Background: an optimization exercise with open tools, aiming at small area, a short achievable clock period and few clock cycles per item. Do not read the settings as production practice.
Where RTL was checked, it was by simulation tests only, not by an equivalence proof against the original.
No functional check of the RTL was part of run 3.
No activity file was given, so power comes from the tool's default toggle rates.

### constraint.sdc
create_clock -name core_clock -period 10.0 [get_ports {i_clk}]
set_input_delay 2.0000 -clock core_clock [delete_from_list [all_inputs] [get_ports {i_clk}]]
set_output_delay 2.0000 -clock core_clock [all_outputs]
set_load 0.01 [all_outputs]
### config.mk
export PLATFORM = sky130hd
export DESIGN_NAME = signed_int_alu_div_mod_core
export DESIGN_NICKNAME = signed_int_alu_div_mod_core
export VERILOG_FILES = /design/flow/design.v
export SDC_FILE = /design/flow/constraint.sdc
export NUM_CORES = 4
export LEC_CHECK = 0
export ABC_AREA = 1
export CAP_MARGIN = 20
export CORE_MARGIN = 2
export CORE_UTILIZATION = 40
export SLEW_MARGIN = 20
export SETUP_SLACK_MARGIN = 6.5
### standard.sh
#!/bin/bash
# synth_recipe.tcl (not shown) runs the flow's synth.tcl, then flattens the netlist and writes it again
# the make line also repeats each setting of config.mk as NAME=value (left out here)
make -C /OpenROAD-flow-scripts/flow DESIGN_CONFIG=/design/flow/config.mk WORK_HOME=/design/flow/orfs CLKGATE_MAP_FILE= SYNTH_SCRIPT=/design/flow/synth_recipe.tcl "${@:-finish}"
### design.v
package sia_pkg;
    localparam logic [2:0] CMD_ADD = 3'd0;
    localparam logic [2:0] CMD_SUB = 3'd1;
    localparam logic [2:0] CMD_DIV = 3'd2;
    localparam logic [2:0] CMD_MUL = 3'd3;
    localparam logic [2:0] CMD_REM = 3'd4;
endpackage
module signed_int_alu_div_mod_core (
    input  logic        i_clk,
    input  logic        i_rst_n,
    input  logic        i_valid,
    output logic        o_ready,
    input  logic [2:0]  i_command,
    input  logic [31:0] i_operand_a,
    input  logic [31:0] i_operand_b,
    output logic        o_valid,
    input  logic        i_ready,
    output logic [31:0] o_result,
    output logic        o_status
);
    logic        r_ov, r_sv, r_rdy;
    logic [32:0] r_od, r_sd;
    logic [5:0]  r_cnt;
    logic        w_rec, w_push, w_end_v, w_st;
    logic [31:0] w_res;
    logic        w_cmul, w_cdv, w_csub, w_cnone, w_cdiv, w_crem;
    assign w_cmul  = (i_command == 3'd3);
    assign w_cdiv  = (i_command == 3'd2);
    assign w_crem  = (i_command == 3'd4);
    assign w_cdv   = w_cdiv | w_crem;
    assign w_csub  = (i_command == 3'd1);
    assign w_cnone = i_command[2] & (i_command[1] | i_command[0]);
    logic [31:0] w_ora, w_orb, w_d0, w_n0;
    logic        w_na, w_nb, w_negb, w_neg0;
    logic [1:0]  w_t0;
    assign w_ora[0] = 1'b0;
    assign w_orb[0] = 1'b0;
    genvar gi;
    generate for (gi = 1; gi < 32; gi = gi + 1) begin : g_or
        assign w_ora[gi] = |i_operand_a[gi-1:0];
        assign w_orb[gi] = |i_operand_b[gi-1:0];
    end endgenerate
    assign w_na   = i_operand_a[31];
    assign w_nb   = i_operand_b[31];
    assign w_negb = w_csub | (w_cdv & !w_nb);
    assign w_d0   = w_cmul ? (i_operand_a ^ ~w_ora) : (w_cnone ? 32'd0 : (i_operand_b ^ (w_orb & {32{w_negb}})));
    assign w_n0   = w_cmul ? i_operand_b : w_cnone ? 32'd0 : (i_operand_a ^ (w_ora & {32{w_cdv & w_na}}));
    assign w_neg0 = (w_cdiv & (w_na ^ w_nb)) | (w_crem & w_na);
    assign w_t0   = w_cmul ? 2'd1 : w_cdiv ? 2'd2 : w_crem ? 2'd3 : 2'd0;
    logic        r_v0, r_g0;
    logic [1:0]  r_t0;
    logic [31:0] r_d0, r_n0;
    always_ff @(posedge i_clk) begin
        if (!i_rst_n) r_v0 <= 1'b0;
        else r_v0 <= w_rec ? w_end_v : (i_valid && r_rdy);
        r_t0 <= w_rec ? {w_st, 1'b0} : w_t0;
        r_g0 <= w_rec ? 1'b0 : w_neg0;
        r_d0 <= w_rec ? w_res : w_d0;
        r_n0 <= w_rec ? 32'd0 : w_n0;
    end
    logic w_m1, w_dv1, w_as1;
    assign w_m1  = !r_t0[1] & r_t0[0];
    assign w_dv1 = r_t0[1];
    assign w_as1 = !r_t0[1] & !r_t0[0];
    logic [0:0] w_x0, w_s0, w_r0;
    logic        w_c0, w_hz0, w_sel0;
    logic [31:0] w_q0;
    assign w_x0 = r_n0[31];
    assign {w_c0, w_s0} = {1'b0, w_x0} + {1'b0, r_d0[0:0]};
    assign w_hz0 = &r_d0[31:1];
    assign w_sel0 = (w_m1 & r_n0[31]) | (w_dv1 & w_hz0 & w_c0);
    assign w_r0 = w_sel0 ? w_s0 : w_x0;
    assign w_q0 = {r_n0[30:0], w_sel0};
    logic        r_v1, r_g1;
    logic [1:0]  r_t1;
    logic [31:0] r_d1, r_n1;
    logic [0:0] r_r1;
    always_ff @(posedge i_clk) begin
        if (!i_rst_n) r_v1 <= 1'b0;
        else r_v1 <= r_v0;
        r_t1 <= r_t0;
        r_g1 <= r_g0;
        r_d1 <= r_d0;
        r_n1 <= w_q0;
        r_r1 <= w_r0;
    end
    logic w_m2, w_dv2, w_as2;
    assign w_m2  = !r_t1[1] & r_t1[0];
    assign w_dv2 = r_t1[1];
    assign w_as2 = !r_t1[1] & !r_t1[0];
    logic [1:0] w_x1, w_s1, w_r1;
    logic        w_c1, w_hz1, w_sel1;
    logic [31:0] w_q1;
    assign w_x1 = {r_r1, r_n1[31]};
    assign {w_c1, w_s1} = {1'b0, w_x1} + {1'b0, r_d1[1:0]};
    assign w_hz1 = &r_d1[31:2];
    assign w_sel1 = (w_m2 & r_n1[31]) | (w_dv2 & w_hz1 & w_c1);
    assign w_r1 = w_sel1 ? w_s1 : w_x1;
    assign w_q1 = {r_n1[30:0], w_sel1};
    logic        r_v2, r_g2;
    logic [1:0]  r_t2;
    logic [31:0] r_d2, r_n2;
    logic [1:0] r_r2;
    always_ff @(posedge i_clk) begin
        if (!i_rst_n) r_v2 <= 1'b0;
        else r_v2 <= r_v1;
        r_t2 <= r_t1;
        r_g2 <= r_g1;
        r_d2 <= r_d1;
        r_n2 <= w_q1;
        r_r2 <= w_r1;
    end
    logic w_m3, w_dv3, w_as3;
    assign w_m3  = !r_t2[1] & r_t2[0];
    assign w_dv3 = r_t2[1];
    assign w_as3 = !r_t2[1] & !r_t2[0];
    logic [2:0] w_x2, w_s2, w_r2;
    logic        w_c2, w_hz2, w_sel2;
    logic [31:0] w_q2;
    assign w_x2 = {r_r2, r_n2[31]};
    assign {w_c2, w_s2} = {1'b0, w_x2} + {1'b0, r_d2[2:0]};
    assign w_hz2 = &r_d2[31:3];
    assign w_sel2 = (w_m3 & r_n2[31]) | (w_dv3 & w_hz2 & w_c2);
    assign w_r2 = w_sel2 ? w_s2 : w_x2;
    assign w_q2 = {r_n2[30:0], w_sel2};
    logic        r_v3, r_g3;
    logic [1:0]  r_t3;
    logic [31:0] r_d3, r_n3;
    logic [2:0] r_r3;
    always_ff @(posedge i_clk) begin
        if (!i_rst_n) r_v3 <= 1'b0;
        else r_v3 <= r_v2;
        r_t3 <= r_t2;
        r_g3 <= r_g2;
        r_d3 <= r_d2;
        r_n3 <= w_q2;
        r_r3 <= w_r2;
    end
    logic w_m4, w_dv4, w_as4;
    assign w_m4  = !r_t3[1] & r_t3[0];
    assign w_dv4 = r_t3[1];
    assign w_as4 = !r_t3[1] & !r_t3[0];
    logic [3:0] w_x3, w_s3, w_r3;
    logic        w_c3, w_hz3, w_sel3;
    logic [31:0] w_q3;
    assign w_x3 = {r_r3, r_n3[31]};
    assign {w_c3, w_s3} = {1'b0, w_x3} + {1'b0, r_d3[3:0]};
    assign w_hz3 = &r_d3[31:4];
    assign w_sel3 = (w_m4 & r_n3[31]) | (w_dv4 & w_hz3 & w_c3);
    assign w_r3 = w_sel3 ? w_s3 : w_x3;
    assign w_q3 = {r_n3[30:0], w_sel3};
    logic        r_v4, r_g4;
    logic [1:0]  r_t4;
    logic [31:0] r_d4, r_n4;
    logic [3:0] r_r4;
    always_ff @(posedge i_clk) begin
        if (!i_rst_n) r_v4 <= 1'b0;
        else r_v4 <= r_v3;
        r_t4 <= r_t3;
        r_g4 <= r_g3;
        r_d4 <= r_d3;
        r_n4 <= w_q3;
        r_r4 <= w_r3;
    end
    logic w_m5, w_dv5, w_as5;
    assign w_m5  = !r_t4[1] & r_t4[0];
    assign w_dv5 = r_t4[1];
    assign w_as5 = !r_t4[1] & !r_t4[0];
    logic [4:0] w_x4, w_s4, w_r4;
    logic        w_c4, w_hz4, w_sel4;
    logic [31:0] w_q4;
    assign w_x4 = {r_r4, r_n4[31]};
    assign {w_c4, w_s4} = {1'b0, w_x4} + {1'b0, r_d4[4:0]};
    assign w_hz4 = &r_d4[31:5];
    assign w_sel4 = (w_m5 & r_n4[31]) | (w_dv5 & w_hz4 & w_c4);
    assign w_r4 = w_sel4 ? w_s4 : w_x4;
    assign w_q4 = {r_n4[30:0], w_sel4};
    logic        r_v5, r_g5;
    logic [1:0]  r_t5;
    logic [31:0] r_d5, r_n5;
    logic [4:0] r_r5;
    always_ff @(posedge i_clk) begin
        if (!i_rst_n) r_v5 <= 1'b0;
        else r_v5 <= r_v4;
        r_t5 <= r_t4;
        r_g5 <= r_g4;
        r_d5 <= r_d4;
        r_n5 <= w_q4;
        r_r5 <= w_r4;
    end
    logic w_m6, w_dv6, w_as6;
    assign w_m6  = !r_t5[1] & r_t5[0];
    assign w_dv6 = r_t5[1];
    assign w_as6 = !r_t5[1] & !r_t5[0];
    logic [5:0] w_x5, w_s5, w_r5;
    logic        w_c5, w_hz5, w_sel5;
    logic [31:0] w_q5;
    assign w_x5 = {r_r5, r_n5[31]};
    assign {w_c5, w_s5} = {1'b0, w_x5} + {1'b0, r_d5[5:0]};
    assign w_hz5 = &r_d5[31:6];
    assign w_sel5 = (w_m6 & r_n5[31]) | (w_dv6 & w_hz5 & w_c5);
    assign w_r5 = w_sel5 ? w_s5 : w_x5;
    assign w_q5 = {r_n5[30:0], w_sel5};
    logic        r_v6, r_g6;
    logic [1:0]  r_t6;
    logic [31:0] r_d6, r_n6;
    logic [5:0] r_r6;
    always_ff @(posedge i_clk) begin
        if (!i_rst_n) r_v6 <= 1'b0;
        else r_v6 <= r_v5;
        r_t6 <= r_t5;
        r_g6 <= r_g5;
        r_d6 <= r_d5;
        r_n6 <= w_q5;
        r_r6 <= w_r5;
    end
    logic w_m7, w_dv7, w_as7;
    assign w_m7  = !r_t6[1] & r_t6[0];
    assign w_dv7 = r_t6[1];
    assign w_as7 = !r_t6[1] & !r_t6[0];
    logic [6:0] w_x6, w_s6, w_r6;
    logic        w_c6, w_hz6, w_sel6;
    logic [31:0] w_q6;
    assign w_x6 = {r_r6, r_n6[31]};
    assign {w_c6, w_s6} = {1'b0, w_x6} + {1'b0, r_d6[6:0]};
    assign w_hz6 = &r_d6[31:7];
    assign w_sel6 = (w_m7 & r_n6[31]) | (w_dv7 & w_hz6 & w_c6);
    assign w_r6 = w_sel6 ? w_s6 : w_x6;
    assign w_q6 = {r_n6[30:0], w_sel6};
    logic        r_v7, r_g7;
    logic [1:0]  r_t7;
    logic [31:0] r_d7, r_n7;
    logic [6:0] r_r7;
    always_ff @(posedge i_clk) begin
        if (!i_rst_n) r_v7 <= 1'b0;
        else r_v7 <= r_v6;
        r_t7 <= r_t6;
        r_g7 <= r_g6;
        r_d7 <= r_d6;
        r_n7 <= w_q6;
        r_r7 <= w_r6;
    end
    logic w_m8, w_dv8, w_as8;
    assign w_m8  = !r_t7[1] & r_t7[0];
    assign w_dv8 = r_t7[1];
    assign w_as8 = !r_t7[1] & !r_t7[0];
    logic [7:0] w_x7, w_s7, w_r7;
    logic        w_c7, w_hz7, w_sel7;
    logic [31:0] w_q7;
    assign w_x7 = {r_r7, r_n7[31]};
    assign {w_c7, w_s7} = {1'b0, w_x7} + {1'b0, r_d7[7:0]};
    assign w_hz7 = &r_d7[31:8];
    assign w_sel7 = (w_m8 & r_n7[31]) | (w_dv8 & w_hz7 & w_c7);
    assign w_r7 = w_sel7 ? w_s7 : w_x7;
    assign w_q7 = {r_n7[30:0], w_sel7};
    logic        r_v8, r_g8;
    logic [1:0]  r_t8;
    logic [31:0] r_d8, r_n8;
    logic [7:0] r_r8;
    always_ff @(posedge i_clk) begin
        if (!i_rst_n) r_v8 <= 1'b0;
        else r_v8 <= r_v7;
        r_t8 <= r_t7;
        r_g8 <= r_g7;
        r_d8 <= r_d7;
        r_n8 <= w_q7;
        r_r8 <= w_r7;
    end
    logic w_m9, w_dv9, w_as9;
    assign w_m9  = !r_t8[1] & r_t8[0];
    assign w_dv9 = r_t8[1];
    assign w_as9 = !r_t8[1] & !r_t8[0];
    logic [8:0] w_x8, w_s8, w_r8;
    logic        w_c8, w_hz8, w_sel8;
    logic [31:0] w_q8;
    assign w_x8 = {r_r8, r_n8[31]};
    assign {w_c8, w_s8} = {1'b0, w_x8} + {1'b0, r_d8[8:0]};
    assign w_hz8 = &r_d8[31:9];
    assign w_sel8 = (w_m9 & r_n8[31]) | (w_dv9 & w_hz8 & w_c8);
    assign w_r8 = w_sel8 ? w_s8 : w_x8;
    assign w_q8 = {r_n8[30:0], w_sel8};
    logic        r_v9, r_g9;
    logic [1:0]  r_t9;
    logic [31:0] r_d9, r_n9;
    logic [8:0] r_r9;
    always_ff @(posedge i_clk) begin
        if (!i_rst_n) r_v9 <= 1'b0;
        else r_v9 <= r_v8;
        r_t9 <= r_t8;
        r_g9 <= r_g8;
        r_d9 <= r_d8;
        r_n9 <= w_q8;
        r_r9 <= w_r8;
    end
    logic w_m10, w_dv10, w_as10;
    assign w_m10  = !r_t9[1] & r_t9[0];
    assign w_dv10 = r_t9[1];
    assign w_as10 = !r_t9[1] & !r_t9[0];
    logic [9:0] w_x9, w_s9, w_r9;
    logic        w_c9, w_hz9, w_sel9;
    logic [31:0] w_q9;
    assign w_x9 = {r_r9, r_n9[31]};
    assign {w_c9, w_s9} = {1'b0, w_x9} + {1'b0, r_d9[9:0]};
    assign w_hz9 = &r_d9[31:10];
    assign w_sel9 = (w_m10 & r_n9[31]) | (w_dv10 & w_hz9 & w_c9);
    assign w_r9 = w_sel9 ? w_s9 : w_x9;
    assign w_q9 = {r_n9[30:0], w_sel9};
    logic        r_v10, r_g10;
    logic [1:0]  r_t10;
    logic [31:0] r_d10, r_n10;
    logic [9:0] r_r10;
    always_ff @(posedge i_clk) begin
        if (!i_rst_n) r_v10 <= 1'b0;
        else r_v10 <= r_v9;
        r_t10 <= r_t9;
        r_g10 <= r_g9;
        r_d10 <= r_d9;
        r_n10 <= w_q9;
        r_r10 <= w_r9;
    end
    logic w_m11, w_dv11, w_as11;
    assign w_m11  = !r_t10[1] & r_t10[0];
    assign w_dv11 = r_t10[1];
    assign w_as11 = !r_t10[1] & !r_t10[0];
    logic [10:0] w_x10, w_s10, w_r10;
    logic        w_c10, w_hz10, w_sel10;
    logic [31:0] w_q10;
    assign w_x10 = {r_r10, r_n10[31]};
    assign {w_c10, w_s10} = {1'b0, w_x10} + {1'b0, r_d10[10:0]};
    assign w_hz10 = &r_d10[31:11];
    assign w_sel10 = (w_m11 & r_n10[31]) | (w_dv11 & w_hz10 & w_c10);
    assign w_r10 = w_sel10 ? w_s10 : w_x10;
    assign w_q10 = {r_n10[30:0], w_sel10};
    logic        r_v11, r_g11;
    logic [1:0]  r_t11;
    logic [31:0] r_d11, r_n11;
    logic [10:0] r_r11;
    always_ff @(posedge i_clk) begin
        if (!i_rst_n) r_v11 <= 1'b0;
        else r_v11 <= r_v10;
        r_t11 <= r_t10;
        r_g11 <= r_g10;
        r_d11 <= r_d10;
        r_n11 <= w_q10;
        r_r11 <= w_r10;
    end
    logic w_m12, w_dv12, w_as12;
    assign w_m12  = !r_t11[1] & r_t11[0];
    assign w_dv12 = r_t11[1];
    assign w_as12 = !r_t11[1] & !r_t11[0];
    logic [11:0] w_x11, w_s11, w_r11;
    logic        w_c11, w_hz11, w_sel11;
    logic [31:0] w_q11;
    assign w_x11 = {r_r11, r_n11[31]};
    assign {w_c11, w_s11} = {1'b0, w_x11} + {1'b0, r_d11[11:0]};
    assign w_hz11 = &r_d11[31:12];
    assign w_sel11 = (w_m12 & r_n11[31]) | (w_dv12 & w_hz11 & w_c11);
    assign w_r11 = w_sel11 ? w_s11 : w_x11;
    assign w_q11 = {r_n11[30:0], w_sel11};
    logic        r_v12, r_g12;
    logic [1:0]  r_t12;
    logic [31:0] r_d12, r_n12;
    logic [11:0] r_r12;
    always_ff @(posedge i_clk) begin
        if (!i_rst_n) r_v12 <= 1'b0;
        else r_v12 <= r_v11;
        r_t12 <= r_t11;
        r_g12 <= r_g11;
        r_d12 <= r_d11;
        r_n12 <= w_q11;
        r_r12 <= w_r11;
    end
    logic w_m13, w_dv13, w_as13;
    assign w_m13  = !r_t12[1] & r_t12[0];
    assign w_dv13 = r_t12[1];
    assign w_as13 = !r_t12[1] & !r_t12[0];
    logic [12:0] w_x12, w_s12, w_r12;
    logic        w_c12, w_hz12, w_sel12;
    logic [31:0] w_q12;
    assign w_x12 = {r_r12, r_n12[31]};
    assign {w_c12, w_s12} = {1'b0, w_x12} + {1'b0, r_d12[12:0]};
    assign w_hz12 = &r_d12[31:13];
    assign w_sel12 = (w_m13 & r_n12[31]) | (w_dv13 & w_hz12 & w_c12);
    assign w_r12 = w_sel12 ? w_s12 : w_x12;
    assign w_q12 = {r_n12[30:0], w_sel12};
    logic        r_v13, r_g13;
    logic [1:0]  r_t13;
    logic [31:0] r_d13, r_n13;
    logic [12:0] r_r13;
    always_ff @(posedge i_clk) begin
        if (!i_rst_n) r_v13 <= 1'b0;
        else r_v13 <= r_v12;
        r_t13 <= r_t12;
        r_g13 <= r_g12;
        r_d13 <= r_d12;
        r_n13 <= w_q12;
        r_r13 <= w_r12;
    end
    logic w_m14, w_dv14, w_as14;
    assign w_m14  = !r_t13[1] & r_t13[0];
    assign w_dv14 = r_t13[1];
    assign w_as14 = !r_t13[1] & !r_t13[0];
    logic [13:0] w_x13, w_s13, w_r13;
    logic        w_c13, w_hz13, w_sel13;
    logic [31:0] w_q13;
    assign w_x13 = {r_r13, r_n13[31]};
    assign {w_c13, w_s13} = {1'b0, w_x13} + {1'b0, r_d13[13:0]};
    assign w_hz13 = &r_d13[31:14];
    assign w_sel13 = (w_m14 & r_n13[31]) | (w_dv14 & w_hz13 & w_c13);
    assign w_r13 = w_sel13 ? w_s13 : w_x13;
    assign w_q13 = {r_n13[30:0], w_sel13};
    logic        r_v14, r_g14;
    logic [1:0]  r_t14;
    logic [31:0] r_d14, r_n14;
    logic [13:0] r_r14;
    always_ff @(posedge i_clk) begin
        if (!i_rst_n) r_v14 <= 1'b0;
        else r_v14 <= r_v13;
        r_t14 <= r_t13;
        r_g14 <= r_g13;
        r_d14 <= r_d13;
        r_n14 <= w_q13;
        r_r14 <= w_r13;
    end
    logic w_m15, w_dv15, w_as15;
    assign w_m15  = !r_t14[1] & r_t14[0];
    assign w_dv15 = r_t14[1];
    assign w_as15 = !r_t14[1] & !r_t14[0];
    logic [14:0] w_x14, w_s14, w_r14;
    logic        w_c14, w_hz14, w_sel14;
    logic [31:0] w_q14;
    assign w_x14 = {r_r14, r_n14[31]};
    assign {w_c14, w_s14} = {1'b0, w_x14} + {1'b0, r_d14[14:0]};
    assign w_hz14 = &r_d14[31:15];
    assign w_sel14 = (w_m15 & r_n14[31]) | (w_dv15 & w_hz14 & w_c14);
    assign w_r14 = w_sel14 ? w_s14 : w_x14;
    assign w_q14 = {r_n14[30:0], w_sel14};
    logic        r_v15, r_g15;
    logic [1:0]  r_t15;
    logic [31:0] r_d15, r_n15;
    logic [14:0] r_r15;
    always_ff @(posedge i_clk) begin
        if (!i_rst_n) r_v15 <= 1'b0;
        else r_v15 <= r_v14;
        r_t15 <= r_t14;
        r_g15 <= r_g14;
        r_d15 <= r_d14;
        r_n15 <= w_q14;
        r_r15 <= w_r14;
    end
    logic w_m16, w_dv16, w_as16;
    assign w_m16  = !r_t15[1] & r_t15[0];
    assign w_dv16 = r_t15[1];
    assign w_as16 = !r_t15[1] & !r_t15[0];
    logic [15:0] w_x15, w_s15, w_r15;
    logic        w_c15, w_hz15, w_sel15;
    logic [31:0] w_q15;
    assign w_x15 = {r_r15, r_n15[31]};
    assign {w_c15, w_s15} = {1'b0, w_x15} + {1'b0, r_d15[15:0]};
    assign w_hz15 = &r_d15[31:16];
    assign w_sel15 = (w_m16 & r_n15[31]) | (w_dv16 & w_hz15 & w_c15);
    assign w_r15 = w_sel15 ? w_s15 : w_x15;
    assign w_q15 = {r_n15[30:0], w_sel15};
    logic        r_v16, r_g16;
    logic [1:0]  r_t16;
    logic [31:0] r_d16, r_n16;
    logic [15:0] r_r16;
    always_ff @(posedge i_clk) begin
        if (!i_rst_n) r_v16 <= 1'b0;
        else r_v16 <= r_v15;
        r_t16 <= r_t15;
        r_g16 <= r_g15;
        r_d16 <= r_d15;
        r_n16 <= w_q15;
        r_r16 <= w_r15;
    end
    logic w_m17, w_dv17, w_as17;
    assign w_m17  = !r_t16[1] & r_t16[0];
    assign w_dv17 = r_t16[1];
    assign w_as17 = !r_t16[1] & !r_t16[0];
    logic [16:0] w_x16, w_s16, w_r16;
    logic        w_c16, w_hz16, w_sel16;
    logic [31:0] w_q16;
    assign w_x16 = {r_r16, r_n16[31]};
    assign {w_c16, w_s16} = {1'b0, w_x16} + {1'b0, r_d16[16:0]};
    assign w_hz16 = &r_d16[31:17];
    assign w_sel16 = (w_m17 & r_n16[31]) | (w_dv17 & w_hz16 & w_c16);
    assign w_r16 = w_sel16 ? w_s16 : w_x16;
    assign w_q16 = {r_n16[30:0], w_sel16};
    logic        r_v17, r_g17;
    logic [1:0]  r_t17;
    logic [31:0] r_d17, r_n17;
    logic [16:0] r_r17;
    always_ff @(posedge i_clk) begin
        if (!i_rst_n) r_v17 <= 1'b0;
        else r_v17 <= r_v16;
        r_t17 <= r_t16;
        r_g17 <= r_g16;
        r_d17 <= r_d16;
        r_n17 <= w_q16;
        r_r17 <= w_r16;
    end
    logic w_m18, w_dv18, w_as18;
    assign w_m18  = !r_t17[1] & r_t17[0];
    assign w_dv18 = r_t17[1];
    assign w_as18 = !r_t17[1] & !r_t17[0];
    logic [17:0] w_x17, w_s17, w_r17;
    logic        w_c17, w_hz17, w_sel17;
    logic [31:0] w_q17;
    assign w_x17 = {r_r17, r_n17[31]};
    assign {w_c17, w_s17} = {1'b0, w_x17} + {1'b0, r_d17[17:0]};
    assign w_hz17 = &r_d17[31:18];
    assign w_sel17 = (w_m18 & r_n17[31]) | (w_dv18 & w_hz17 & w_c17);
    assign w_r17 = w_sel17 ? w_s17 : w_x17;
    assign w_q17 = {r_n17[30:0], w_sel17};
    logic        r_v18, r_g18;
    logic [1:0]  r_t18;
    logic [31:0] r_d18, r_n18;
    logic [17:0] r_r18;
    always_ff @(posedge i_clk) begin
        if (!i_rst_n) r_v18 <= 1'b0;
        else r_v18 <= r_v17;
        r_t18 <= r_t17;
        r_g18 <= r_g17;
        r_d18 <= r_d17;
        r_n18 <= w_q17;
        r_r18 <= w_r17;
    end
    logic w_m19, w_dv19, w_as19;
    assign w_m19  = !r_t18[1] & r_t18[0];
    assign w_dv19 = r_t18[1];
    assign w_as19 = !r_t18[1] & !r_t18[0];
    logic [18:0] w_x18, w_s18, w_r18;
    logic        w_c18, w_hz18, w_sel18;
    logic [31:0] w_q18;
    assign w_x18 = {r_r18, r_n18[31]};
    assign {w_c18, w_s18} = {1'b0, w_x18} + {1'b0, r_d18[18:0]};
    assign w_hz18 = &r_d18[31:19];
    assign w_sel18 = (w_m19 & r_n18[31]) | (w_dv19 & w_hz18 & w_c18);
    assign w_r18 = w_sel18 ? w_s18 : w_x18;
    assign w_q18 = {r_n18[30:0], w_sel18};
    logic        r_v19, r_g19;
    logic [1:0]  r_t19;
    logic [31:0] r_d19, r_n19;
    logic [18:0] r_r19;
    always_ff @(posedge i_clk) begin
        if (!i_rst_n) r_v19 <= 1'b0;
        else r_v19 <= r_v18;
        r_t19 <= r_t18;
        r_g19 <= r_g18;
        r_d19 <= r_d18;
        r_n19 <= w_q18;
        r_r19 <= w_r18;
    end
    logic w_m20, w_dv20, w_as20;
    assign w_m20  = !r_t19[1] & r_t19[0];
    assign w_dv20 = r_t19[1];
    assign w_as20 = !r_t19[1] & !r_t19[0];
    logic [19:0] w_x19, w_s19, w_r19;
    logic        w_c19, w_hz19, w_sel19;
    logic [31:0] w_q19;
    assign w_x19 = {r_r19, r_n19[31]};
    assign {w_c19, w_s19} = {1'b0, w_x19} + {1'b0, r_d19[19:0]};
    assign w_hz19 = &r_d19[31:20];
    assign w_sel19 = (w_m20 & r_n19[31]) | (w_dv20 & w_hz19 & w_c19);
    assign w_r19 = w_sel19 ? w_s19 : w_x19;
    assign w_q19 = {r_n19[30:0], w_sel19};
    logic        r_v20, r_g20;
    logic [1:0]  r_t20;
    logic [31:0] r_d20, r_n20;
    logic [19:0] r_r20;
    always_ff @(posedge i_clk) begin
        if (!i_rst_n) r_v20 <= 1'b0;
        else r_v20 <= r_v19;
        r_t20 <= r_t19;
        r_g20 <= r_g19;
        r_d20 <= r_d19;
        r_n20 <= w_q19;
        r_r20 <= w_r19;
    end
    logic w_m21, w_dv21, w_as21;
    assign w_m21  = !r_t20[1] & r_t20[0];
    assign w_dv21 = r_t20[1];
    assign w_as21 = !r_t20[1] & !r_t20[0];
    logic [20:0] w_x20, w_s20, w_r20;
    logic        w_c20, w_hz20, w_sel20;
    logic [31:0] w_q20;
    assign w_x20 = {r_r20, r_n20[31]};
    assign {w_c20, w_s20} = {1'b0, w_x20} + {1'b0, r_d20[20:0]};
    assign w_hz20 = &r_d20[31:21];
    assign w_sel20 = (w_m21 & r_n20[31]) | (w_dv21 & w_hz20 & w_c20);
    assign w_r20 = w_sel20 ? w_s20 : w_x20;
    assign w_q20 = {r_n20[30:0], w_sel20};
    logic        r_v21, r_g21;
    logic [1:0]  r_t21;
    logic [31:0] r_d21, r_n21;
    logic [20:0] r_r21;
    always_ff @(posedge i_clk) begin
        if (!i_rst_n) r_v21 <= 1'b0;
        else r_v21 <= r_v20;
        r_t21 <= r_t20;
        r_g21 <= r_g20;
        r_d21 <= r_d20;
        r_n21 <= w_q20;
        r_r21 <= w_r20;
    end
    logic w_m22, w_dv22, w_as22;
    assign w_m22  = !r_t21[1] & r_t21[0];
    assign w_dv22 = r_t21[1];
    assign w_as22 = !r_t21[1] & !r_t21[0];
    logic [21:0] w_x21, w_s21, w_r21;
    logic        w_c21, w_hz21, w_sel21;
    logic [31:0] w_q21;
    assign w_x21 = {r_r21, r_n21[31]};
    assign {w_c21, w_s21} = {1'b0, w_x21} + {1'b0, r_d21[21:0]};
    assign w_hz21 = &r_d21[31:22];
    assign w_sel21 = (w_m22 & r_n21[31]) | (w_dv22 & w_hz21 & w_c21);
    assign w_r21 = w_sel21 ? w_s21 : w_x21;
    assign w_q21 = {r_n21[30:0], w_sel21};
    logic        r_v22, r_g22;
    logic [1:0]  r_t22;
    logic [31:0] r_d22, r_n22;
    logic [21:0] r_r22;
    always_ff @(posedge i_clk) begin
        if (!i_rst_n) r_v22 <= 1'b0;
        else r_v22 <= r_v21;
        r_t22 <= r_t21;
        r_g22 <= r_g21;
        r_d22 <= r_d21;
        r_n22 <= w_q21;
        r_r22 <= w_r21;
    end
    logic w_m23, w_dv23, w_as23;
    assign w_m23  = !r_t22[1] & r_t22[0];
    assign w_dv23 = r_t22[1];
    assign w_as23 = !r_t22[1] & !r_t22[0];
    logic [22:0] w_x22, w_s22, w_r22;
    logic        w_c22, w_hz22, w_sel22;
    logic [31:0] w_q22;
    assign w_x22 = {r_r22, r_n22[31]};
    assign {w_c22, w_s22} = {1'b0, w_x22} + {1'b0, r_d22[22:0]};
    assign w_hz22 = &r_d22[31:23];
    assign w_sel22 = (w_m23 & r_n22[31]) | (w_dv23 & w_hz22 & w_c22);
    assign w_r22 = w_sel22 ? w_s22 : w_x22;
    assign w_q22 = {r_n22[30:0], w_sel22};
    logic        r_v23, r_g23;
    logic [1:0]  r_t23;
    logic [31:0] r_d23, r_n23;
    logic [22:0] r_r23;
    always_ff @(posedge i_clk) begin
        if (!i_rst_n) r_v23 <= 1'b0;
        else r_v23 <= r_v22;
        r_t23 <= r_t22;
        r_g23 <= r_g22;
        r_d23 <= r_d22;
        r_n23 <= w_q22;
        r_r23 <= w_r22;
    end
    logic w_m24, w_dv24, w_as24;
    assign w_m24  = !r_t23[1] & r_t23[0];
    assign w_dv24 = r_t23[1];
    assign w_as24 = !r_t23[1] & !r_t23[0];
    logic [23:0] w_x23, w_s23, w_r23;
    logic        w_c23, w_hz23, w_sel23;
    logic [31:0] w_q23;
    assign w_x23 = {r_r23, r_n23[31]};
    assign {w_c23, w_s23} = {1'b0, w_x23} + {1'b0, r_d23[23:0]};
    assign w_hz23 = &r_d23[31:24];
    assign w_sel23 = (w_m24 & r_n23[31]) | (w_dv24 & w_hz23 & w_c23);
    assign w_r23 = w_sel23 ? w_s23 : w_x23;
    assign w_q23 = {r_n23[30:0], w_sel23};
    logic        r_v24, r_g24;
    logic [1:0]  r_t24;
    logic [31:0] r_d24, r_n24;
    logic [23:0] r_r24;
    always_ff @(posedge i_clk) begin
        if (!i_rst_n) r_v24 <= 1'b0;
        else r_v24 <= r_v23;
        r_t24 <= r_t23;
        r_g24 <= r_g23;
        r_d24 <= r_d23;
        r_n24 <= w_q23;
        r_r24 <= w_r23;
    end
    logic w_m25, w_dv25, w_as25;
    assign w_m25  = !r_t24[1] & r_t24[0];
    assign w_dv25 = r_t24[1];
    assign w_as25 = !r_t24[1] & !r_t24[0];
    logic [24:0] w_x24, w_s24, w_r24;
    logic        w_c24, w_hz24, w_sel24;
    logic [31:0] w_q24;
    assign w_x24 = {r_r24, r_n24[31]};
    assign {w_c24, w_s24} = {1'b0, w_x24} + {1'b0, r_d24[24:0]};
    assign w_hz24 = &r_d24[31:25];
    assign w_sel24 = (w_m25 & r_n24[31]) | (w_dv25 & w_hz24 & w_c24);
    assign w_r24 = w_sel24 ? w_s24 : w_x24;
    assign w_q24 = {r_n24[30:0], w_sel24};
    logic        r_v25, r_g25;
    logic [1:0]  r_t25;
    logic [31:0] r_d25, r_n25;
    logic [24:0] r_r25;
    always_ff @(posedge i_clk) begin
        if (!i_rst_n) r_v25 <= 1'b0;
        else r_v25 <= r_v24;
        r_t25 <= r_t24;
        r_g25 <= r_g24;
        r_d25 <= r_d24;
        r_n25 <= w_q24;
        r_r25 <= w_r24;
    end
    logic w_m26, w_dv26, w_as26;
    assign w_m26  = !r_t25[1] & r_t25[0];
    assign w_dv26 = r_t25[1];
    assign w_as26 = !r_t25[1] & !r_t25[0];
    logic [25:0] w_x25, w_s25, w_r25;
    logic        w_c25, w_hz25, w_sel25;
    logic [31:0] w_q25;
    assign w_x25 = {r_r25, r_n25[31]};
    assign {w_c25, w_s25} = {1'b0, w_x25} + {1'b0, r_d25[25:0]};
    assign w_hz25 = &r_d25[31:26];
    assign w_sel25 = (w_m26 & r_n25[31]) | (w_dv26 & w_hz25 & w_c25);
    assign w_r25 = w_sel25 ? w_s25 : w_x25;
    assign w_q25 = {r_n25[30:0], w_sel25};
    logic        r_v26, r_g26;
    logic [1:0]  r_t26;
    logic [31:0] r_d26, r_n26;
    logic [25:0] r_r26;
    always_ff @(posedge i_clk) begin
        if (!i_rst_n) r_v26 <= 1'b0;
        else r_v26 <= r_v25;
        r_t26 <= r_t25;
        r_g26 <= r_g25;
        r_d26 <= r_d25;
        r_n26 <= w_q25;
        r_r26 <= w_r25;
    end
    logic w_m27, w_dv27, w_as27;
    assign w_m27  = !r_t26[1] & r_t26[0];
    assign w_dv27 = r_t26[1];
    assign w_as27 = !r_t26[1] & !r_t26[0];
    logic [26:0] w_x26, w_s26, w_r26;
    logic        w_c26, w_hz26, w_sel26;
    logic [31:0] w_q26;
    assign w_x26 = {r_r26, r_n26[31]};
    assign {w_c26, w_s26} = {1'b0, w_x26} + {1'b0, r_d26[26:0]};
    assign w_hz26 = &r_d26[31:27];
    assign w_sel26 = (w_m27 & r_n26[31]) | (w_dv27 & w_hz26 & w_c26);
    assign w_r26 = w_sel26 ? w_s26 : w_x26;
    assign w_q26 = {r_n26[30:0], w_sel26};
    logic        r_v27, r_g27;
    logic [1:0]  r_t27;
    logic [31:0] r_d27, r_n27;
    logic [26:0] r_r27;
    always_ff @(posedge i_clk) begin
        if (!i_rst_n) r_v27 <= 1'b0;
        else r_v27 <= r_v26;
        r_t27 <= r_t26;
        r_g27 <= r_g26;
        r_d27 <= r_d26;
        r_n27 <= w_q26;
        r_r27 <= w_r26;
    end
    logic w_m28, w_dv28, w_as28;
    assign w_m28  = !r_t27[1] & r_t27[0];
    assign w_dv28 = r_t27[1];
    assign w_as28 = !r_t27[1] & !r_t27[0];
    logic [27:0] w_x27, w_s27, w_r27;
    logic        w_c27, w_hz27, w_sel27;
    logic [31:0] w_q27;
    assign w_x27 = {r_r27, r_n27[31]};
    assign {w_c27, w_s27} = {1'b0, w_x27} + {1'b0, r_d27[27:0]};
    assign w_hz27 = &r_d27[31:28];
    assign w_sel27 = (w_m28 & r_n27[31]) | (w_dv28 & w_hz27 & w_c27);
    assign w_r27 = w_sel27 ? w_s27 : w_x27;
    assign w_q27 = {r_n27[30:0], w_sel27};
    logic        r_v28, r_g28;
    logic [1:0]  r_t28;
    logic [31:0] r_d28, r_n28;
    logic [27:0] r_r28;
    always_ff @(posedge i_clk) begin
        if (!i_rst_n) r_v28 <= 1'b0;
        else r_v28 <= r_v27;
        r_t28 <= r_t27;
        r_g28 <= r_g27;
        r_d28 <= r_d27;
        r_n28 <= w_q27;
        r_r28 <= w_r27;
    end
    logic w_m29, w_dv29, w_as29;
    assign w_m29  = !r_t28[1] & r_t28[0];
    assign w_dv29 = r_t28[1];
    assign w_as29 = !r_t28[1] & !r_t28[0];
    logic [28:0] w_x28, w_s28, w_r28;
    logic        w_c28, w_hz28, w_sel28;
    logic [31:0] w_q28;
    assign w_x28 = {r_r28, r_n28[31]};
    assign {w_c28, w_s28} = {1'b0, w_x28} + {1'b0, r_d28[28:0]};
    assign w_hz28 = &r_d28[31:29];
    assign w_sel28 = (w_m29 & r_n28[31]) | (w_dv29 & w_hz28 & w_c28);
    assign w_r28 = w_sel28 ? w_s28 : w_x28;
    assign w_q28 = {r_n28[30:0], w_sel28};
    logic        r_v29, r_g29;
    logic [1:0]  r_t29;
    logic [31:0] r_d29, r_n29;
    logic [28:0] r_r29;
    always_ff @(posedge i_clk) begin
        if (!i_rst_n) r_v29 <= 1'b0;
        else r_v29 <= r_v28;
        r_t29 <= r_t28;
        r_g29 <= r_g28;
        r_d29 <= r_d28;
        r_n29 <= w_q28;
        r_r29 <= w_r28;
    end
    logic w_m30, w_dv30, w_as30;
    assign w_m30  = !r_t29[1] & r_t29[0];
    assign w_dv30 = r_t29[1];
    assign w_as30 = !r_t29[1] & !r_t29[0];
    logic [29:0] w_x29, w_s29, w_r29;
    logic        w_c29, w_hz29, w_sel29;
    logic [31:0] w_q29;
    assign w_x29 = {r_r29, r_n29[31]};
    assign {w_c29, w_s29} = {1'b0, w_x29} + {1'b0, r_d29[29:0]};
    assign w_hz29 = &r_d29[31:30];
    assign w_sel29 = (w_m30 & r_n29[31]) | (w_dv30 & w_hz29 & w_c29);
    assign w_r29 = w_sel29 ? w_s29 : w_x29;
    assign w_q29 = {r_n29[30:0], w_sel29};
    logic        r_v30, r_g30;
    logic [1:0]  r_t30;
    logic [31:0] r_d30, r_n30;
    logic [29:0] r_r30;
    always_ff @(posedge i_clk) begin
        if (!i_rst_n) r_v30 <= 1'b0;
        else r_v30 <= r_v29;
        r_t30 <= r_t29;
        r_g30 <= r_g29;
        r_d30 <= r_d29;
        r_n30 <= w_q29;
        r_r30 <= w_r29;
    end
    logic w_m31, w_dv31, w_as31;
    assign w_m31  = !r_t30[1] & r_t30[0];
    assign w_dv31 = r_t30[1];
    assign w_as31 = !r_t30[1] & !r_t30[0];
    logic [30:0] w_x30, w_s30, w_r30;
    logic        w_c30, w_hz30, w_sel30;
    logic [31:0] w_q30;
    assign w_x30 = {r_r30, r_n30[31]};
    assign {w_c30, w_s30} = {1'b0, w_x30} + {1'b0, r_d30[30:0]};
    assign w_hz30 = &r_d30[31:31];
    assign w_sel30 = (w_m31 & r_n30[31]) | (w_dv31 & w_hz30 & w_c30);
    assign w_r30 = w_sel30 ? w_s30 : w_x30;
    assign w_q30 = {r_n30[30:0], w_sel30};
    logic        r_v31, r_g31;
    logic [1:0]  r_t31;
    logic [31:0] r_d31, r_n31;
    logic [30:0] r_r31;
    always_ff @(posedge i_clk) begin
        if (!i_rst_n) r_v31 <= 1'b0;
        else r_v31 <= r_v30;
        r_t31 <= r_t30;
        r_g31 <= r_g30;
        r_d31 <= r_d30;
        r_n31 <= w_q30;
        r_r31 <= w_r30;
    end
    logic w_m32, w_dv32, w_as32;
    assign w_m32  = !r_t31[1] & r_t31[0];
    assign w_dv32 = r_t31[1];
    assign w_as32 = !r_t31[1] & !r_t31[0];
    logic [31:0] w_x31, w_s31, w_r31;
    logic        w_c31, w_hz31, w_sel31;
    logic [31:0] w_q31;
    assign w_x31 = {r_r31, r_n31[31]};
    assign {w_c31, w_s31} = {1'b0, w_x31} + {1'b0, r_d31[31:0]};
    assign w_sel31 = (w_m32 & r_n31[31]) | (w_dv32 & w_c31) | w_as32;
    assign w_r31 = w_sel31 ? w_s31 : w_x31;
    assign w_q31 = {r_n31[30:0], w_sel31};
    logic        r_v32, r_g32;
    logic [1:0]  r_t32;
    logic [31:0] r_d32, r_n32;
    logic [31:0] r_r32;
    always_ff @(posedge i_clk) begin
        if (!i_rst_n) r_v32 <= 1'b0;
        else r_v32 <= r_v31;
        r_t32 <= r_t31;
        r_g32 <= r_g31;
        r_d32 <= r_d31;
        r_n32 <= w_q31;
        r_r32 <= w_r31;
    end
    logic        w_dz;
    logic [31:0] w_mag, w_orm;
    assign w_dz  = ~|r_d32;
    assign w_st  = r_t32[1] & w_dz;
    assign w_mag = (r_t32 == 2'd2) ? r_n32 : r_r32;
    assign w_orm[0] = 1'b0;
    generate for (gi = 1; gi < 32; gi = gi + 1) begin : g_orm
        assign w_orm[gi] = |w_mag[gi-1:0];
    end endgenerate
    assign w_res = w_st ? 32'd0 : (w_mag ^ (w_orm & {32{r_g32}}));
    assign w_end_v = r_v32;
    assign w_rec   = w_end_v && (r_sv || (r_cnt != 6'd0));
    assign w_push  = w_end_v && !r_sv && (r_cnt == 6'd0);
    logic        n_ov, n_sv, n_end_v;
    logic [5:0]  n_cnt;
    always_comb begin
        n_ov = r_ov;
        n_sv = r_sv;
        if (!r_ov || i_ready) begin
            n_ov = r_sv || w_push;
            n_sv = 1'b0;
        end else if (w_push) begin
            n_sv = 1'b1;
        end
        if (w_rec && r_cnt == 6'd0) n_cnt = 6'd32;
        else if (r_cnt != 6'd0)     n_cnt = r_cnt - 6'd1;
        else                           n_cnt = r_cnt;
        n_end_v = r_v31;
    end
    always_ff @(posedge i_clk) begin
        if (!i_rst_n) begin
            r_ov  <= 1'b0;
            r_sv  <= 1'b0;
            r_cnt <= 6'd0;
            r_rdy <= 1'b1;
        end else begin
            r_ov  <= n_ov;
            r_sv  <= n_sv;
            r_cnt <= n_cnt;
            r_rdy <= (n_cnt == 6'd0) && !(n_end_v && n_sv);
        end
        if (!r_sv) r_sd <= {w_st, w_res};
        if (!r_ov || i_ready) r_od <= r_sv ? r_sd : {w_st, w_res};
    end
    assign o_ready  = r_rdy;
    assign o_valid  = r_ov;
    assign o_result = r_od[31:0];
    assign o_status = r_od[32];
endmodule
### flow/run.sh
#!/bin/bash
set -euo pipefail
bash standard.sh place > standard_place.log 2>&1
echo "export SETUP_SLACK_MARGIN = 6.5" >> config.mk
bash standard.sh finish > standard_finish.log 2>&1
==> summary.txt, run 1 <==
Critical Path Source Type -> flip-flop
First-pass DRT Iterations -> 7
Max IR drop VDD -> 200.1 uV
Nets -> 11900
Critical Path Max Stage Delay -> 420 ps
Biggest regs -> r_od (33), r_sd (33)
DR iter-0 viols -> 4737
Vias in the first global route -> 71840
Top cell type's share of synthesized area -> 56.68%
Largest net degree at the start of global routing -> 59
GRT Util Overall -> 22.34%
Synth Register Bits -> 2847
Slew @ Worst Pin -> 1138 ps
Dpl hpwl -> 225.7 mm
Row cnt -> 182
Syn Area/Cell -> 9.039 sq um
Crit share post-route -> 34.72%
Outcome -> no timing/DRC/antenna violations
Final setup vio count -> 0
Synth cell types -> 51
Max_cap viols -> 0
Sink Count -> 2847
Slowest CP cell -> edfxtp_1
Hold/Removal Path Class -> reg -> reg
Yosys warnings -> 1
P_leak -> 52.83 nW
TritonCTS clock tree -> built
CP Class -> reg -> out
Largest area contributor in the netlist -> dfxtp_1
Asr flop ratio synth -> 0%
Slew Viols, Final -> 0
Total wire length -> 288.4 mm
Placed cells -> 14260
Clock tree buffer depth -> 4
Crit path DAT -> 1470 ps
Number of antenna violations at the first check in global routing -> 20
Routed vias/inst -> 4.959
Main synth FF type -> dfxtp_1
Top delay family on crit path -> flip-flops
CTS Buf Count -> 299
Critical Path, Cell by Cell -> buf_2
# port buffers -> 105
Mapped Area -> 99390 sq um
Setup ws final -> 6528 ps
Fmax -> 0.2881 GHz
First-pass GRT wire length -> 432.7 mm
Filler cells -> 23460
DR vias -> 73310
Post-route DRC -> 0
H-tree depth -> 5
Area grow syn2layout -> 14.54%
Wirelength per Cell -> 19.51 um
Total core area -> 246400 sq um
Minimum clock period after layout -> 3472 ps
Post-synth EDFFs -> 33
TNS Setup -> 0 ps
Antenna viol nets, final -> 0
Final Hold Violating Endpoints -> 0
Ports -> 106
Final global-route overflow total -> 0
Share of layout cells above drive strength 1 -> 5.467%
Non-filler instance count after layout -> 14790
Die Y-Extent -> 502.5 um
Largest cells by area after synthesis -> dfxtp_1, nand2_1, ha_1
Relative slew margins -> 23.91%
Worst-skew pair later-pin latency -> 940 ps
Pwr Density -> 296.3 nW/um^2
Crit Path Max Fanout -> 1
Crit end category -> output pin
Synthesized net count -> 11630
Post-layout util -> 46.20%
RSZ-0062 raised after global routing -> true
CP Buf/Inv Count -> 1
Chip width -> 502.5 um
Worst Path Required -> 8000 ps
Initial Util -> 40.34%
RD Place Congestion -> 0.9416
Dpl ws -> 4932 ps
Post-Route Skew -> 80.36 ps
CTS clk-pin slew, worst paths -> 60 ps
Sequential share of the synthesized area -> 57.68%
Clock root cell -> clkbuf_16
Die area -> 252500 sq um
Syn Inst Count -> 11000
[final cells by class]
type	count	area [sq um]	share of cell area [%]
sequential	2847	57330	50.36
multi-input combinational	7216	38460	33.78
clock buffer	408	8518	7.482
tap	3312	4144	3.640
inverter	742	2798	2.457
timing repair buffer	157	1331	1.169
clock inverter	98	1256	1.103
antenna	5	12.51	0.01099
[power by group]
part	internal, mW	switching (mW)	leakage (nW)	total, mW
registers	13.1	1.34	23.8	14.5
logic	2.94	5.36	24.2	8.30
clock network	6.58	4.38	4.78	11.0
total	22.6	11.1	52.8	33.7
[synth_stat cells, types with 2 or more instances]
master / n
nand2_1: 3035
dfxtp_1: 2814
nand3_1: 963
inv_1: 735
nor2_1: 647
a21oi_1: 606
ha_1: 534
o21ai_0: 347
xor2_1: 244
nand4_1: 210
nor3_1: 115
xnor2_1: 103
clkbuf_1: 77
buf_2: 67
a21o_1: 66
nand3b_1: 48
o21bai_1: 46
nor4_1: 42
edfxtp_1: 33
o21ai_1: 33
fa_1: 31
o211ai_1: 23
buf_4: 20
nand2_2: 20
buf_1: 14
buf_6: 13
o21a_1: 13
or2_2: 13
nor2_2: 12
a21boi_0: 11
a31oi_1: 10
a211oi_1: 7
inv_2: 7
o22ai_1: 6
and2_1: 5
o31ai_1: 5
nand2_4: 3
o2111ai_1: 3
and3_1: 2
nor3b_1: 2
[per-layer routing]
layer	global-route usage, %	vias to the layer above	part of all wire, %
met4	8.005	6	3.6
met3	3.108	513	4.4
met2	38.39	1845	48
li1	-	36690	-
met1	28.54	34260	44
met5	0	-	0.012
[final timing paths]
path | start | end | slack [ps] | cells after the start
setup / recovery | r_od[25]$_DFFE_PP_ | o_result[25] | 6530 | 1
hold / removal | r_n23[5]$_DFF_P_ | r_n24[6]$_DFF_P_ | 260 | 0
setup reg to reg | r_d20[12]$_DFF_P_ | r_r21[14]$_DFF_P_ | 6680 | 11
hold reg to reg | r_n23[5]$_DFF_P_ | r_n24[6]$_DFF_P_ | 260 | 0
[logic make-up after synthesis]
logic type      after synthesis  synth area share [%]
fa+ha+maj                   565                 7.347
xor+xnor                    347                 3.058
buf+inv                     933                 3.782
compound gates             1180                 6.423
flops                      2847                 57.68
simple gates               5124                 21.72
[cells in the final DEF, fill, tap and decap left out, drive strengths merged, types with 24 or more instances in the layout]
master,Yosys,routed
nor3,116,116
bufinv,0,24
xor2,244,244
o21bai,46,46
nor4,42,42
nand2,3058,3058
ha,534,534
nor2,660,660
dfxtp,2814,2814
clkdlybuf4s50,0,69
edfxtp,33,33
a21oi,606,606
xnor2,103,103
nand3,964,964
nand3b,48,48
o21ai,381,381
a21o,66,66
nand4,210,210
inv,742,753
clkbuf,77,409
clkinv,0,49
buf,114,86
fa,31,31
[stage by stage]
stage               cell area [sq um]  total power [mW]  hold WS, ps
global placement               103900             22.92        309.5
detailed placement             103900             22.93        312.1
CTS                            113700             33.94        255.6
global route                   113800             35.63        258.5
floorplan                       99390             20.04        309.6
finish                         113800             33.73        264.4
[repair_timing]
action / in CTS / in global routing
buffers inserted: 6 / 9
endpoints found under the setup margin: 108 / 92
hold buffers: 0 / 0
pin swaps: 2 / 4
gates resized for setup: 164 / 24
Testbench counts, summed over its fixed seeds: cycles 24,272, items 24,000.
==> run 2: changes to the inputs <==
==> run.sh (new file) <==
#!/bin/bash
# synth_recipe.tcl (not shown) runs the flow's synth.tcl, then flattens the netlist and writes it again
# the make line also repeats each setting of config.mk as NAME=value (left out here)
make -C /OpenROAD-flow-scripts/flow DESIGN_CONFIG=/design/flow/config.mk WORK_HOME=/design/flow/orfs CLKGATE_MAP_FILE= SYNTH_SCRIPT=/design/flow/synth_recipe.tcl finish
--- a/config.mk
+++ b/config.mk
@@ -9,5 +9,5 @@
 export CAP_MARGIN = 20
 export CORE_MARGIN = 2
 export CORE_UTILIZATION = 40
+export SETUP_SLACK_MARGIN = 5
 export SLEW_MARGIN = 20
-export SETUP_SLACK_MARGIN = 6.5
removed: flow/run.sh
removed: standard.sh
==> summary.txt, run 2 <==
Final global-route overflow total -> 0 (unchanged)
Setup bufs post-CTS -> 0 (was 6)
Critical Path, Cell by Cell -> clkdlybuf4s50_1, inv_1, ha_1, nand3_1, inv_1, nand3_1, nor2_1, nand2_1, nor2_2, ha_1, inv_1, a21oi_1, o21ai_0, o21ai_1, nand2_1, nand2_1 (was buf_2)
CP Buf/Inv Count -> 4 (was 1)
Pwr Density -> 297.0 nW/um^2 (was 296.3 nW/um^2)
Largest net degree at the start of global routing -> 59 (unchanged)
Nets -> 11880 (was 11900)
Yosys warnings -> 1 (unchanged)
Wirelength per Cell -> 19.51 um (about the same)
Worst Path Required -> 10840 ps (was 8000 ps)
Main synth FF type -> dfxtp_1 (unchanged)
Final setup vio count -> 0 (unchanged)
Clock root cell -> clkbuf_16 (unchanged)
DR iter-0 viols -> 4908 (was 4737)
Outcome -> no timing/DRC/antenna violations (unchanged)
Dpl hpwl -> 225.7 mm (unchanged)
Ports -> 106 (unchanged)
Hold-fix buffers, CTS -> 0 (unchanged)
Sink Count -> 2847 (unchanged)
Crit Path Max Fanout -> 5 (was 1)
Post-cts resize count -> 0 (was 164)
Top cell type's share of synthesized area -> 56.68% (unchanged)
First-pass DRT Iterations -> 6 (was 7)
Largest area contributor in the netlist -> dfxtp_1 (unchanged)
Non-filler instance count after layout -> 14770 (was 14790)
Slew @ Worst Pin -> 1121 ps (was 1138 ps)
CTS clk-pin slew, worst paths -> 60 ps (about the same)
DR vias -> 73230 (was 73310)
Critical Path Source Type -> primary input (was flip-flop)
P_leak -> 52.70 nW (was 52.83 nW)
Post-Route Skew -> 84.38 ps (was 80.36 ps)
Final Hold Violating Endpoints -> 0 (unchanged)
Chip width -> 502.5 um (unchanged)
Relative slew margins -> 25.02% (was 23.91%)
Initial Util -> 40.34% (unchanged)
Most common cell after layout, fill and taps aside -> nand2_1 (unchanged)
Placed cells -> 14260 (unchanged)
CP Class -> in -> reg (was reg -> out)
Top-count cell post-synth -> nand2_1 (unchanged)
Biggest regs -> r_od (33), r_sd (33) (unchanged)
Die Y-Extent -> 502.5 um (unchanged)
RD Place Congestion -> 0.9416 (unchanged)
RSZ-0062 raised after global routing -> false (was true)
Most frequent cells in the layout -> nand2_1, dfxtp_1, nand3_1, inv_1, nor2_1 (unchanged)
Number of antenna violations at the first check in global routing -> 17 (was 20)
Total wire length -> 288.1 mm (was 288.4 mm)
Synth Register Bits -> 2847 (unchanged)
Top delay family on crit path -> simple AND/OR/NAND/NOR gates (was flip-flops)
GRT Util Overall -> 22.32% (was 22.34%)
Worst-skew pair later-pin latency -> 950 ps (was 940 ps)
Slowest CP cell -> nor2_1 (was edfxtp_1)
Syn Area/Cell -> 9.039 sq um (unchanged)
Minimum clock period after layout -> 4202 ps (was 3472 ps)
CTS Buf Count -> 299 (unchanged)
Post-route DRC -> 0 (unchanged)
H-tree depth -> 5 (unchanged)
Die area -> 252500 sq um (unchanged)
Critical Path Max Stage Delay -> 500 ps (was 420 ps)
Antenna viol nets, final -> 0 (unchanged)
Setup ws final -> 5798 ps (was 6528 ps)
Vias in the first global route -> 71730 (was 71840)
Total core area -> 246400 sq um (unchanged)
Max IR drop VDD -> 200.2 uV (was 200.1 uV)
Synth cell types -> 51 (unchanged)
TNS Setup -> 0 ps (unchanged)
Row cnt -> 182 (unchanged)
Synth top cells by count -> nand2_1, dfxtp_1, nand3_1 (unchanged)
Slew Viols, Final -> 0 (unchanged)
TritonCTS clock tree -> built (unchanged)
Share of layout cells above drive strength 1 -> 4.846% (was 5.467%)
Routed vias/inst -> 4.959 (about the same)
Largest cells by area after synthesis -> dfxtp_1, nand2_1, ha_1 (unchanged)
Clock tree buffer depth -> 4 (unchanged)
Asr flop ratio synth -> 0% (unchanged)
Synthesized net count -> 11630 (unchanged)
First-pass GRT wire length -> 432.2 mm (was 432.7 mm)
Crit path DAT -> 5040 ps (was 1470 ps)
Area grow syn2layout -> 14.41% (was 14.54%)
Crit end category -> flip-flop (was output pin)
Mapped Area -> 99390 sq um (unchanged)
# port buffers -> 105 (unchanged)
Syn Inst Count -> 11000 (unchanged)
Filler cells -> 23460 (about the same)
Crit share post-route -> 42.02% (was 34.72%)
Sequential share of the synthesized area -> 57.68% (unchanged)
Dpl ws -> 4932 ps (unchanged)
Max_cap viols -> 0 (unchanged)
Hold/Removal Path Class -> reg -> reg (unchanged)
Post-synth EDFFs -> 33 (unchanged)
Fmax -> 0.2380 GHz (was 0.2881 GHz)
run 2: changes by cell type in the layout (fill, tap and decap cells not counted), moves of 3 or more:
cell,before,now
clkdlybuf4s50_1,69,105
nand2_2,25,20
buf_12,4,0
nand3_1,960,963
diode_2,5,1
nor2_4,9,4
inv_1,729,733
buf_2,34,0
nor2_1,639,644
nand2_1,3029,3035
buf_4,47,37
run 2: metal layers:
layer | up-vias | track usage [%] | share of wire, %
met2 | 1816 | 38.34 | 48
li1 | 36640 | - | -
met4 | 8 | 7.920 | 3.6
met1 | 34250 | 28.58 | 44
met3 | 518 | 3.034 | 4.2
met5 | - | 0 | 0.017
run 2: path summary, 6_finish.rpt:
path / slack, ps / endpoint / start / cells past startpoint
hold reg to reg: 260 / r_n24[6]$_DFF_P_ / r_n23[5]$_DFF_P_ / 0
setup / recovery: 5800 / r_d0[17]$_DFF_P_ / i_operand_a[0] / 16
hold / removal: 260 / r_n24[6]$_DFF_P_ / r_n23[5]$_DFF_P_ / 0
setup reg to reg: 6340 / r_r22[14]$_DFF_P_ / r_n21[31]$_DFF_P_ / 12
run 2: per-stage QoR:
| stage | util, % | cell area, sq um | hold WS, ps | total power [mW] |
|---|---|---|---|---|
| 2_1_floorplan | - | 99390 | 309.6 | 20.04 |
| 3_3_place_gp | 42.18 | 103900 | 309.5 | 22.92 |
| 3_5_place_dp | 42.18 | 103900 | 312.1 | 22.93 |
| 4_1_cts | 46.15 | 113700 | 255.6 | 33.98 |
| 5_1_grt | 46.15 | 113700 | 257.4 | 35.67 |
| 6_report | 46.15 | 113700 | 265.0 | 33.77 |
run 2: layout make-up:
cell class | count | area, sq um | share of cell area [%]
multi-input combinational | 7216 | 38350 | 33.73
timing repair buffer | 142 | 1329 | 1.169
clock buffer | 408 | 8518 | 7.491
tap | 3312 | 4144 | 3.644
clock inverter | 98 | 1256 | 1.105
antenna | 1 | 2.502 | 0.002201
sequential | 2847 | 57330 | 50.41
inverter | 742 | 2785 | 2.449
run 2: power by group:
| part | switching [mW] | internal, mW | leakage, nW |
|---|---|---|---|
| Combinational | 5.35 | 2.98 | 24.1 |
| Clock | 4.38 | 6.58 | 4.78 |
| Sequential | 1.35 | 13.1 | 23.8 |
| Total | 11.1 | 22.7 | 52.7 |
run 2: worst reg2reg max path: stages (launching register included):
cell and delay (ps):
dfxtp_1 350, ha_1 230, fa_1 410, nand3_1 90
nand2_1 120, nand2_1 90, nand2_1 110, nand3_1 110
nand3_1 70, nand2_1 710, nand2_1 870, nand2_1 310
nand2_1 70
run 2: cells by family (layout without fill, tap and decap cells):
family	count (synthesis)	count (layout)	synth area share (%)
AND/OR/NAND/NOR	5124	5124	21.72
other	0	1	0
adder cells (fa/ha/maj)	565	565	7.347
XOR/XNOR	347	347	3.058
flip-flops	2847	2847	57.68
buffers and inverters	933	1390	3.782
AO/OA/AOI/OAI	1180	1180	6.423
==> run 3: changes to the inputs <==
--- a/design.v
+++ b/design.v
@@ -19,7 +19,7 @@
     output logic        o_status
 );
     logic        r_ov, r_sv, r_rdy;
-    logic [32:0] r_od, r_sd;
+    logic [32:0] r_od, r_oh, r_sd;
     logic [5:0]  r_cnt;
     logic        w_rec, w_push, w_end_v, w_st;
     logic [31:0] w_res;
@@ -931,7 +931,8 @@
             r_rdy <= (n_cnt == 6'd0) && !(n_end_v && n_sv);
         end
         if (!r_sv) r_sd <= {w_st, w_res};
-        if (!r_ov || i_ready) r_od <= r_sv ? r_sd : {w_st, w_res};
+        r_od <= (r_ov && !i_ready) ? r_oh : r_sv ? r_sd : {w_st, w_res};
+        r_oh <= (r_ov && !i_ready) ? r_od : r_sv ? r_sd : {w_st, w_res};
     end
     assign o_ready  = r_rdy;
     assign o_valid  = r_ov;
==> flow/run.sh (new file) <==
#!/bin/bash
set -euo pipefail
bash standard.sh synth > standard_synth.log 2>&1
cat >> config.mk <<'EOM'
export DONT_USE_CELLS += sky130_fd_sc_hd__clkdlybuf4s15_1 sky130_fd_sc_hd__clkdlybuf4s15_2 sky130_fd_sc_hd__clkdlybuf4s18_1 sky130_fd_sc_hd__clkdlybuf4s18_2 sky130_fd_sc_hd__clkdlybuf4s25_1 sky130_fd_sc_hd__clkdlybuf4s25_2 sky130_fd_sc_hd__clkdlybuf4s50_1 sky130_fd_sc_hd__clkdlybuf4s50_2 sky130_fd_sc_hd__dlygate4sd1_1 sky130_fd_sc_hd__dlygate4sd2_1 sky130_fd_sc_hd__dlygate4sd3_1 sky130_fd_sc_hd__dlymetal6s2s_1 sky130_fd_sc_hd__dlymetal6s4s_1 sky130_fd_sc_hd__dlymetal6s6s_1
EOM
bash standard.sh place > standard_place.log 2>&1
echo "export SETUP_SLACK_MARGIN = ${FLOW_MARGIN_NS:-6.8}" >> config.mk
bash standard.sh finish > standard_finish.log 2>&1
==> standard.sh (new file) <==
#!/bin/bash
# synth_recipe.tcl (not shown) runs the flow's synth.tcl, then flattens the netlist and writes it again
# the make line also repeats each setting of config.mk as NAME=value (left out here)
make -C /OpenROAD-flow-scripts/flow DESIGN_CONFIG=/design/flow/config.mk WORK_HOME=/design/flow/orfs CLKGATE_MAP_FILE= SYNTH_SCRIPT=/design/flow/synth_recipe.tcl "${@:-finish}"
--- a/config.mk
+++ b/config.mk
@@ -9,5 +9,6 @@
 export CAP_MARGIN = 20
 export CORE_MARGIN = 2
 export CORE_UTILIZATION = 40
-export SETUP_SLACK_MARGIN = 5
 export SLEW_MARGIN = 20
+export DONT_USE_CELLS += sky130_fd_sc_hd__clkdlybuf4s15_1 sky130_fd_sc_hd__clkdlybuf4s15_2 sky130_fd_sc_hd__clkdlybuf4s18_1 sky130_fd_sc_hd__clkdlybuf4s18_2 sky130_fd_sc_hd__clkdlybuf4s25_1 sky130_fd_sc_hd__clkdlybuf4s25_2 sky130_fd_sc_hd__clkdlybuf4s50_1 sky130_fd_sc_hd__clkdlybuf4s50_2 sky130_fd_sc_hd__dlygate4sd1_1 sky130_fd_sc_hd__dlygate4sd2_1 sky130_fd_sc_hd__dlygate4sd3_1 sky130_fd_sc_hd__dlymetal6s2s_1 sky130_fd_sc_hd__dlymetal6s4s_1 sky130_fd_sc_hd__dlymetal6s6s_1
+export SETUP_SLACK_MARGIN = 6.8
removed: run.sh
==> summary.txt, run 3 <==
Setup ws final -> 6604 ps (was 5798 ps)
Worst-skew pair later-pin latency -> 940 ps (was 950 ps)
Most frequent cells in the layout -> dfxtp_1, nand2_1, nand3_1, a21oi_1, inv_1 (was nand2_1, dfxtp_1, nand3_1, inv_1, nor2_1)
H-tree depth -> 5 (unchanged)
Routed vias/inst -> 4.985 (was 4.959)
Post-route DRC -> 0 (unchanged)
Synthesized net count -> 11360 (was 11630)
Wirelength per Cell -> 19.47 um (was 19.51 um)
First-pass GRT wire length -> 425.5 mm (was 432.2 mm)
Worst Hold Slack -> 287.0 ps (was 265.0 ps)
Minimum clock period after layout -> 3396 ps (was 4202 ps)
Antenna viol nets, final -> 0 (unchanged)
GRT Util Overall -> 21.87% (was 22.32%)
Nets -> 11680 (was 11880)
Vias in the first global route -> 71620 (was 71730)
Crit path DAT -> 1400 ps (was 5040 ps)
Top Metal Used -> met5 (unchanged)
TNS Setup -> 0 ps (unchanged)
TritonCTS clock tree -> built (unchanged)
Ports -> 106 (unchanged)
Die area -> 252900 sq um (was 252500 sq um)
P_leak -> 51.68 nW (was 52.70 nW)
Largest net degree at the start of global routing -> 58 (was 59)
Met2 WL post-DR -> 136.4 mm (was 137.8 mm)
Post-Place Cell Area -> 103400 sq um (was 103900 sq um)
Slowest CP cell -> dfxtp_2 (was nor2_1)
Hold/Removal Path Class -> reg -> reg (unchanged)
Sequential share of the synthesized area -> 57.91% (was 57.68%)
Crit share post-route -> 33.96% (was 42.02%)
Final Hold Violating Endpoints -> 0 (unchanged)
Clock tree buffer depth -> 4 (unchanged)
Post-route cell area -> 114900 sq um (was 113700 sq um)
Top cell type's share of synthesized area -> 57.91% (was 56.68%)
Tot Pwr -> 34.78 mW (was 33.77 mW)
Slew @ Worst Pin -> 1265 ps (was 1121 ps)
Chip width -> 502.9 um (was 502.5 um)
Placed cells -> 13990 (was 14260)
Post-synth EDFFs -> 0 (was 33)
Max_cap viols -> 0 (unchanged)
Max IR drop VDD -> 177.3 uV (was 200.2 uV)
Synth Register Bits -> 2880 (was 2847)
Final setup vio count -> 0 (unchanged)
Multi-input logic area -> 39060 sq um (was 38350 sq um)
Slew Viols, Final -> 0 (unchanged)
DR vias -> 72740 (was 73230)
Final global-route overflow total -> 0 (unchanged)
Relative slew margins -> 14.89% (was 25.02%)
Asr flop ratio synth -> 0% (unchanged)
Biggest regs -> r_od (33), r_oh (33), r_sd (33) (was r_od (33), r_sd (33))
CP Buf/Inv Count -> 1 (was 4)
Synth cell types -> 65 (was 51)
RD Place Congestion -> 0.9281 (was 0.9416)
Sink Count -> 2880 (was 2847)
# port buffers -> 105 (unchanged)
Share of layout cells above drive strength 1 -> 7.063% (was 4.846%)
Hold-fix buffers, CTS -> 0 (unchanged)
Dpl hpwl -> 219.1 mm (was 225.7 mm)
Critical Path, Cell by Cell -> buf_6 (was clkdlybuf4s50_1, inv_1, ha_1, nand3_1, inv_1, nand3_1, nor2_1, nand2_1, nor2_2, ha_1, inv_1, a21oi_1, o21ai_0, o21ai_1, nand2_1, nand2_1)
Row cnt -> 183 (was 182)
Total core area -> 248000 sq um (was 246400 sq um)
Initial Util -> 40.15% (was 40.34%)
Mapped Area -> 99550 sq um (was 99390 sq um)
Area grow syn2layout -> 15.45% (was 14.41%)
WL met1 -> 125.9 mm (was 127.8 mm)
Main synth FF type -> dfxtp_1 (unchanged)
Non-filler instance count after layout -> 14590 (was 14770)
First-pass DRT Iterations -> 6 (unchanged)
Outcome -> no timing/DRC/antenna violations (unchanged)
Worst Path Required -> 8000 ps (was 10840 ps)
CTS Buf Count -> 304 (was 299)
Pwr Density -> 302.6 nW/um^2 (was 297.0 nW/um^2)
run 3: changes by cell type in the layout (fill, tap and decap cells not counted), moves of 36 or more:
cell             delta
nand2_1           -529
nand3_1           -131
buf_1             +118
clkdlybuf4s50_1   -105
a21oi_1           +100
inv_1              -79
xor2_1             +70
o21ai_0            +69
buf_6              +44
dfxtp_2            +36
run 3: where the power goes:
group | switching [mW] | total (mW) | internal [mW]
Combinational | 5.61 | 8.73 | 3.12
Sequential | 1.37 | 14.7 | 13.3
Clock | 4.44 | 11.4 | 6.94
Total | 11.4 | 34.8 | 23.4
run 3: cell families after synthesis:
family | Yosys count | synth area share [%]
buffers and inverters | 873 | 3.468
muxes | 1 | 0.01131
and+or+nand+nor | 4514 | 19.36
xor gates and xnor gates | 439 | 3.862
DFF | 2880 | 57.91
adders and majority gates | 565 | 7.335
AOI/OAI and AO/OA | 1447 | 8.052
run 3: repair_timing:
item | CTS | global route
gates resized for setup | 205 | 75
buffers inserted | 32 | 35
endpoints found under the setup margin | 521 | 465
cloned | 5 | 3
pin swaps | 9 | 15
run 3: final cells by class:
type                    instances  share of cell area, %
multi-input cells            6971                  33.98
inverters                     671                  2.217
clock buffers                 405                  7.512
clock inverters               113                  1.367
well taps                    3330                  3.625
diodes                          6                0.01306
repair inverters                3                0.01742
repair buffers                213                  1.062
flip-flops and latches       2880                  50.21
run 3: worst paths after layout:
path | to | slack, ps | cells past startpoint | start
max | o_result[26] | 6600 | 1 | r_od[26]$_DFF_P_
max reg2reg | r_r24[21]$_DFF_P_ | 6940 | 14 | r_n23[31]$_DFF_P_
min | r_n32[27]$_DFF_P_ | 290 | 0 | r_n31[26]$_DFF_P_
min reg2reg | r_n32[27]$_DFF_P_ | 290 | 0 | r_n31[26]$_DFF_P_
run 3: per-layer routing:
metal | global-route usage, % | up-vias
li1 | - | 36200
met1 | 28.05 | 34210
met2 | 37.76 | 1808
met3 | 2.746 | 518
met4 | 7.560 | 2
met5 | 0 | -

## separate check: timing with driven ports
No port has a modelled driver above. Below, the same layouts with a new extraction and two added sets of constraints.
Step 1, drivers: a clkbuf_16 drives i_clk and a buf_2 each remaining input, both assumed.
Step 2 times the ports against the registers' clock, not the clock port: input delays grow and output delays shrink by t, the midpoint of the rising clock arrivals with the driver on.
a / b / c = no drivers / after step 1 / after step 2; a / b = the first two.
run	t, ns	setup WS [ns]
run 1	0.988	6.528 / 6.435 / 5.655
run 2	0.988	5.798 / 5.865 / 4.877
run 3	0.991	6.604 / 6.509 / 5.864
After both steps every run listed still meets setup and hold.
